This design comes from an exercise in tuning for small area, a short achievable clock period and few clock cycles on the open sky130 flow, not from production work.
The RTL was checked by simulation tests, not by an equivalence proof against the original design.

==> flow/design.v <==
package mul_div_unit_pkg;
  localparam logic [3:0] MDU_NONE  = 4'h0;
  localparam logic [3:0] MDU_MULT  = 4'h1;
  localparam logic [3:0] MDU_MULTU = 4'h2;
  localparam logic [3:0] MDU_DIV   = 4'h3;
  localparam logic [3:0] MDU_DIVU  = 4'h4;
  localparam logic [3:0] MDU_MFHI  = 4'h5;
  localparam logic [3:0] MDU_MFLO  = 4'h6;
  localparam logic [3:0] MDU_MTHI  = 4'h7;
  localparam logic [3:0] MDU_MTLO  = 4'h8;
  typedef enum logic [0:0] {StIdle, StRun} mdu_state_e;
endpackage
import mul_div_unit_pkg::*;
module mdu_arith
(
  input  logic [3:0]  op,
  input  logic [31:0] rs_data,
  input  logic [31:0] rt_data,
  output logic [31:0] hi_n,
  output logic [31:0] lo_n,
  output logic        div_hold
);
  function automatic logic is_mul_op(input logic [3:0] o);
    is_mul_op = (o == MDU_MULT) || (o == MDU_MULTU);
  endfunction
  function automatic logic is_div_op(input logic [3:0] o);
    is_div_op = (o == MDU_DIV) || (o == MDU_DIVU);
  endfunction
  logic        signed_op;
  logic        a_neg;
  logic        b_neg;
  logic [31:0] a_mag;
  logic [31:0] b_mag;
  logic [31:0] b_safe;
  logic [31:0] q_mag;
  logic [31:0] r_mag;
  logic [63:0] prod;
  always_comb begin
    signed_op = (op == MDU_MULT) || (op == MDU_DIV);
    a_neg     = signed_op & rs_data[31];
    b_neg     = signed_op & rt_data[31];
    a_mag     = a_neg ? -rs_data : rs_data;
    b_mag     = b_neg ? -rt_data : rt_data;
    prod      = {32'd0, a_mag} * {32'd0, b_mag};
    if (a_neg ^ b_neg) begin
      prod = -prod;
    end
    div_hold  = is_div_op(op) && (rt_data == 32'd0);
    b_safe    = (b_mag == 32'd0) ? 32'd1 : b_mag;
    q_mag     = a_mag / b_safe;
    r_mag     = a_mag % b_safe;
    hi_n      = 32'd0;
    lo_n      = 32'd0;
    if (is_mul_op(op)) begin
      hi_n = prod[63:32];
      lo_n = prod[31:0];
    end else if (is_div_op(op)) begin
      lo_n = (a_neg ^ b_neg) ? -q_mag : q_mag;
      hi_n = a_neg ? -r_mag : r_mag;
    end
  end
endmodule
import mul_div_unit_pkg::*;
module mul_div_unit
#(
  parameter int unsigned MULT_CYCLES = 5,
  parameter int unsigned DIV_CYCLES  = 10
) (
  input  logic        clk,
  input  logic        reset,
  input  logic        start,
  input  logic        cancel,
  input  logic [3:0]  op,
  input  logic [31:0] rs_data,
  input  logic [31:0] rt_data,
  output logic        busy,
  output logic [31:0] read_data
);
  function automatic logic is_mul_op(input logic [3:0] o);
    is_mul_op = (o == MDU_MULT) || (o == MDU_MULTU);
  endfunction
  function automatic logic is_div_op(input logic [3:0] o);
    is_div_op = (o == MDU_DIV) || (o == MDU_DIVU);
  endfunction
  localparam int unsigned MaxCycles = (MULT_CYCLES > DIV_CYCLES) ? MULT_CYCLES : DIV_CYCLES;
  localparam int unsigned CntW      = $clog2(MaxCycles + 1);
  mul_div_unit_pkg::mdu_state_e state_q, state_d;
  logic [CntW-1:0] cnt_q, cnt_d;
  logic [31:0] hi_q, hi_d, lo_q, lo_d;
  logic [31:0] pend_hi_q, pend_hi_d, pend_lo_q, pend_lo_d;
  logic        pend_hold_q, pend_hold_d;
  logic [31:0] hi_n, lo_n;
  logic        div_hold;
  logic        go;
  mdu_arith u_arith (
    .op       (op),
    .rs_data  (rs_data),
    .rt_data  (rt_data),
    .hi_n     (hi_n),
    .lo_n     (lo_n),
    .div_hold (div_hold)
  );
  assign busy = (state_q == StRun);
  assign go   = start & ~cancel & ~busy;
  always_comb begin
    state_d     = state_q;
    cnt_d       = cnt_q;
    hi_d        = hi_q;
    lo_d        = lo_q;
    pend_hi_d   = pend_hi_q;
    pend_lo_d   = pend_lo_q;
    pend_hold_d = pend_hold_q;
    unique case (state_q)
      StIdle: begin
        if (go) begin
          if (is_mul_op(op) || is_div_op(op)) begin
            state_d     = StRun;
            cnt_d       = is_mul_op(op) ? CntW'(MULT_CYCLES) : CntW'(DIV_CYCLES);
            pend_hi_d   = hi_n;
            pend_lo_d   = lo_n;
            pend_hold_d = div_hold;
          end else if (op == MDU_MTHI) begin
            hi_d = rs_data;
          end else if (op == MDU_MTLO) begin
            lo_d = rs_data;
          end
        end
      end
      StRun: begin
        cnt_d = cnt_q - CntW'(1);
        if (cnt_q == CntW'(1)) begin
          state_d = StIdle;
          if (!pend_hold_q) begin
            hi_d = pend_hi_q;
            lo_d = pend_lo_q;
          end
        end
      end
      default: state_d = StIdle;
    endcase
  end
  always_ff @(posedge clk) begin
    if (!reset) begin
      state_q     <= StIdle;
      cnt_q       <= '0;
      hi_q        <= '0;
      lo_q        <= '0;
      pend_hi_q   <= '0;
      pend_lo_q   <= '0;
      pend_hold_q <= 1'b0;
    end else begin
      state_q     <= state_d;
      cnt_q       <= cnt_d;
      hi_q        <= hi_d;
      lo_q        <= lo_d;
      pend_hi_q   <= pend_hi_d;
      pend_lo_q   <= pend_lo_d;
      pend_hold_q <= pend_hold_d;
    end
  end
  always_comb begin
    read_data = 32'd0;
    if (op == MDU_MFHI) begin
      read_data = hi_q;
    end else if (op == MDU_MFLO) begin
      read_data = lo_q;
    end
  end
endmodule
==> flow/run.sh <==
#!/bin/bash
# synth_recipe.tcl (not shown) runs the flow's synth.tcl, then flattens the netlist and writes it again
# the make line also repeats each setting of config.mk as NAME=value (left out here)
make -C /OpenROAD-flow-scripts/flow DESIGN_CONFIG=/design/flow/config.mk WORK_HOME=/design/flow/orfs CLKGATE_MAP_FILE= SYNTH_SCRIPT=/design/flow/synth_recipe.tcl finish
==> flow/config.mk <==
export PLATFORM = sky130hd
export DESIGN_NAME = mul_div_unit
export DESIGN_NICKNAME = mul_div_unit
export VERILOG_FILES = /design/flow/design.v
export SDC_FILE = /design/flow/constraint.sdc
export NUM_CORES = 4
export LEC_CHECK = 0
export CAP_MARGIN = 20
export CORE_MARGIN = 2
export CORE_UTILIZATION = 40
export SLEW_MARGIN = 20
==> flow/constraint.sdc <==
create_clock -name core_clock -period 125.0 [get_ports {clk}]
set_input_delay 25.0000 -clock core_clock [delete_from_list [all_inputs] [get_ports {clk}]]
set_output_delay 25.0000 -clock core_clock [all_outputs]
set_load 0.01 [all_outputs]
==> notes.md <==
-- cells in the final DEF, fill, tap and decap left out, types with 100 or more instances in the layout --
cell type / instances
a21o_1: 289
a31oi_1: 142
nand4_1: 115
xor2_1: 220
nand2_1: 1503
xnor2_1: 380
clkdlybuf4s50_1: 103
nor3_1: 226
o21ai_0: 368
o21a_1: 100
nor2_1: 1094
dfxtp_1: 133
buf_4: 362
inv_1: 1158
nand3_1: 181
ha_1: 774
a211oi_1: 141
a21oi_1: 627
fa_1: 897
-- sequential cells by signal, summed over array words and instances, names as in the netlist --
| signal | flops |
|---|---|
| pend_lo_q | 32 |
| pend_hi_q | 32 |
| hi_q | 32 |
| pend_hold_q | 1 |
| cnt_q | 4 |
| lo_q | 32 |
| state_q | 1 |
-- routing by layer --
metal,routed length (um),share of wire (%),vias to the layer above,track usage [%]
met4,31400,7.5,24,26.0
met3,48300,12,1228,11.7
li1,-,-,35800,-
met5,176,0.042,-,0
met1,164000,39,40800,53.0
met2,173000,42,5132,60.6
-- cell type report --
cell class,count,area share (%)
Multi-Input combinational cell,8657,82.4
Inverter,1179,5.30
Timing Repair Buffer,467,4.53
Tap cell,2526,3.78
Sequential cell,134,3.22
Clock buffer,21,0.539
Clock inverter,11,0.151
Antenna cell,23,0.0689
-- worst max path at each step --
| stage | end | slack [ps] | cells after the start |
|---|---|---|---|
| floorplan | pend_hi_q[28] | 17110 | 385 |
| global placement | pend_lo_q[24] | -2020 | 361 |
| detailed placement | pend_lo_q[24] | 830 | 362 |
| CTS | pend_lo_q[24] | 910 | 363 |
| global route | pend_lo_q[24] | 70 | 369 |
| finish | pend_lo_q[24] | 3870 | 363 |
-- logic make-up after synthesis --
kind of cell | synth area share (%)
xor+xnor | 7.42
compound gates | 21.7
simple gates | 21.9
fa+ha+maj | 35.9
buf+inv | 8.38
flops | 3.49
mux | 1.15
-- what timing repair did --
action / CTS / global route
buffers inserted: 0 / 5
resized for setup: 0 / 44
hold buffers: 0 / 0
setup endpoints to repair: 0 / 64
-- through the flow --
step / instances / TNS [ps]
floorplan: 10500 / 0
global placement: 13000 / -45900
detailed placement: 13000 / 0
CTS: 13000 / 0
global route: 13000 / 0
finish: 13000 / 0
-- critical path, delay by kind of cell --
kind                     cells  cell delay [ps]
AO/OA/AOI/OAI              167            43410
buffers and inverters       32             7930
multiplexers                 2              870
AND/OR/NAND/NOR            124            31240
adder cells (fa/ha/maj)     33            11110
XOR/XNOR                     5             1390
-- Yosys cell counts, drive strengths merged, types with 69 or more instances --
cell type     n  area (um^2)
a211oi      147         1120
a21o        291         2180
a21oi       638         3200
a31oi       146          913
and3         70          438
buf         136          602
clkbuf      379         1420
dfxtp       134         2680
fa          897        18000
ha          774         9680
inv        1172         4400
nand2      1507         5660
nand2b       72          450
nand3       184          931
nand4       115          719
nor2       1102         4140
nor2b        94          588
nor3        242         1240
nor4         77          532
o211ai       69          523
o21a        100          751
o21ai       395         1980
o31ai        84          641
or3          71          449
xnor2       408         3580
xor2        243         2130
==> flow_summary.json <==
{
  "die_h_um": 443,
  "routed_wl_mm": 417,
  "reg2reg_from": "state_q",
  "critPathMaxStageDelay_ps": 1000,
  "ios": 105,
  "antenna_left": 0,
  "reg2regPathDepth": 7,
  "portBuffers": 104,
  "critical_path_class": "in -> reg",
  "required_ps": 125270,
  "finalNetCount": 12200,
  "r2r-end": "lo_q[7]",
  "seqCellArea_mm2": 0.00269,
  "path_clk_slew_ps": 60,
  "crit_path_top_delay_cell": "a211oi_1",
  "fp.dieArea_mm2": 0.196,
  "synth.distinct_cells": 111,
  "syn_nets": 12200,
  "dr.pass1.iters": 6,
  "cts_root_buf": "clkbuf_16",
  "finalWorstSetupSlack_ps": 3870,
  "drv_cap": 0,
  "cp_max_fo": 34,
  "multi_input_area_mm2": 0.0688,
  "core_area_mm2": 0.192,
  "grt_pass1_vias": 80600,
  "post-route-min-period_ps": 121130,
  "whs_path_depth": 2,
  "ys_seq_elements": 134,
  "area_delta_synth_final_pct": 8.54,
  "reg2reg_slack_ps": 122130,
  "grt_pass1_wl_mm": 588,
  "arrival_ps": 121400,
  "grt_start_max_net_pins": 86,
  "synth_area_per_cell_um2": 7.34,
  "yosysWarnings": 2,
  "synth_edf_count": 0,
  "pre_cts_ws_ps": 832,
  "hold_start": "pend_lo_q[31]",
  "hold_path_end": "pend_lo_q[31]",
  "h-tree-depth": 4,
  "start_util_pct": 40.1,
  "drive_gt1_share_pct": 6.86,
  "worstMarginPinSlew_ps": 1190,
  "place_area_mm2": 0.0826,
  "utilization_pct": 43.6,
  "crit_top_cell": "ha_1",
  "finalCritPeriodShare_pct": 96.9,
  "yosysSeqAreaShare_pct": 3.49,
  "cts.sinks": 134,
  "grt_setup_unrepaired": "false",
  "netlist_area_mm2": 0.0770,
  "rows": 161,
  "holdWs_ps": 459,
  "skew_ps": 7.07,
  "cts_buffers": 17,
  "critPathCaptureType": "flip-flop",
  "overflow": 0,
  "cts_max_path_buffers": 2,
  "fmax_mhz": 8.26,
  "fillers": 20000,
  "viasPerCell": 6.37,
  "startpoint": "rt_data[1]",
  "status": "complete, no violations",
  "min_path_type": "reg -> reg",
  "syn_inst": 10500,
  "cts_tree": "built",
  "yosys_most_used_dff": "dfxtp_1",
  "wl_per_cell_um": 32.0,
  "synthArstFlopShare_pct": 0,
  "cp-start-kind": "input port",
  "antenna_found_initial": 28,
  "clkLatencyLatePin_ps": 420,
  "num_vias": 83000,
  "setup_viol": 0,
  "drt_iter0_markers": 9695,
  "dp_hpwl_mm": 331,
  "hold_viol": 0,
  "die_w_um": 443,
  "grt_use_total_pct": 41.2,
  "slew-limit-headroom_pct": 20.5,
  "routabilityCongestion": 1.07,
  "drv_slew": 0,
  "drc": 0,
  "final_area_mm2": 0.0835
}
Testbench counts, summed over its fixed seeds: cycles 116,428.

-- afterwards: timing with drivers on the ports --
The results above use ideal ports. As a check the final layout listed here was re-extracted and re-timed, cells and wires unchanged. Step 1 assumes that a clkbuf_16 drives the clock port and a buf_2 every other input. Step 2, shift: input delay + t, output delay - t, t = (earliest + latest rising clock arrival at the registers) / 2. This alone moves slack from input paths to output paths. a / b / c = ideal ports / drivers / drivers and shift; a / b = the first two.
shift t [ns]: 0.452
slack for setup (ns): 3.870 / 3.882 / 3.430
worst setup path after step 2: input to register
worst register clock-pin slew, ns: 0.06 / 0.06
pins driven straight from the clock port: 1
After both steps this run still meets setup and hold. The setup slack of this run moves by +0.012 ns with the drivers and by -0.440 ns with both steps.
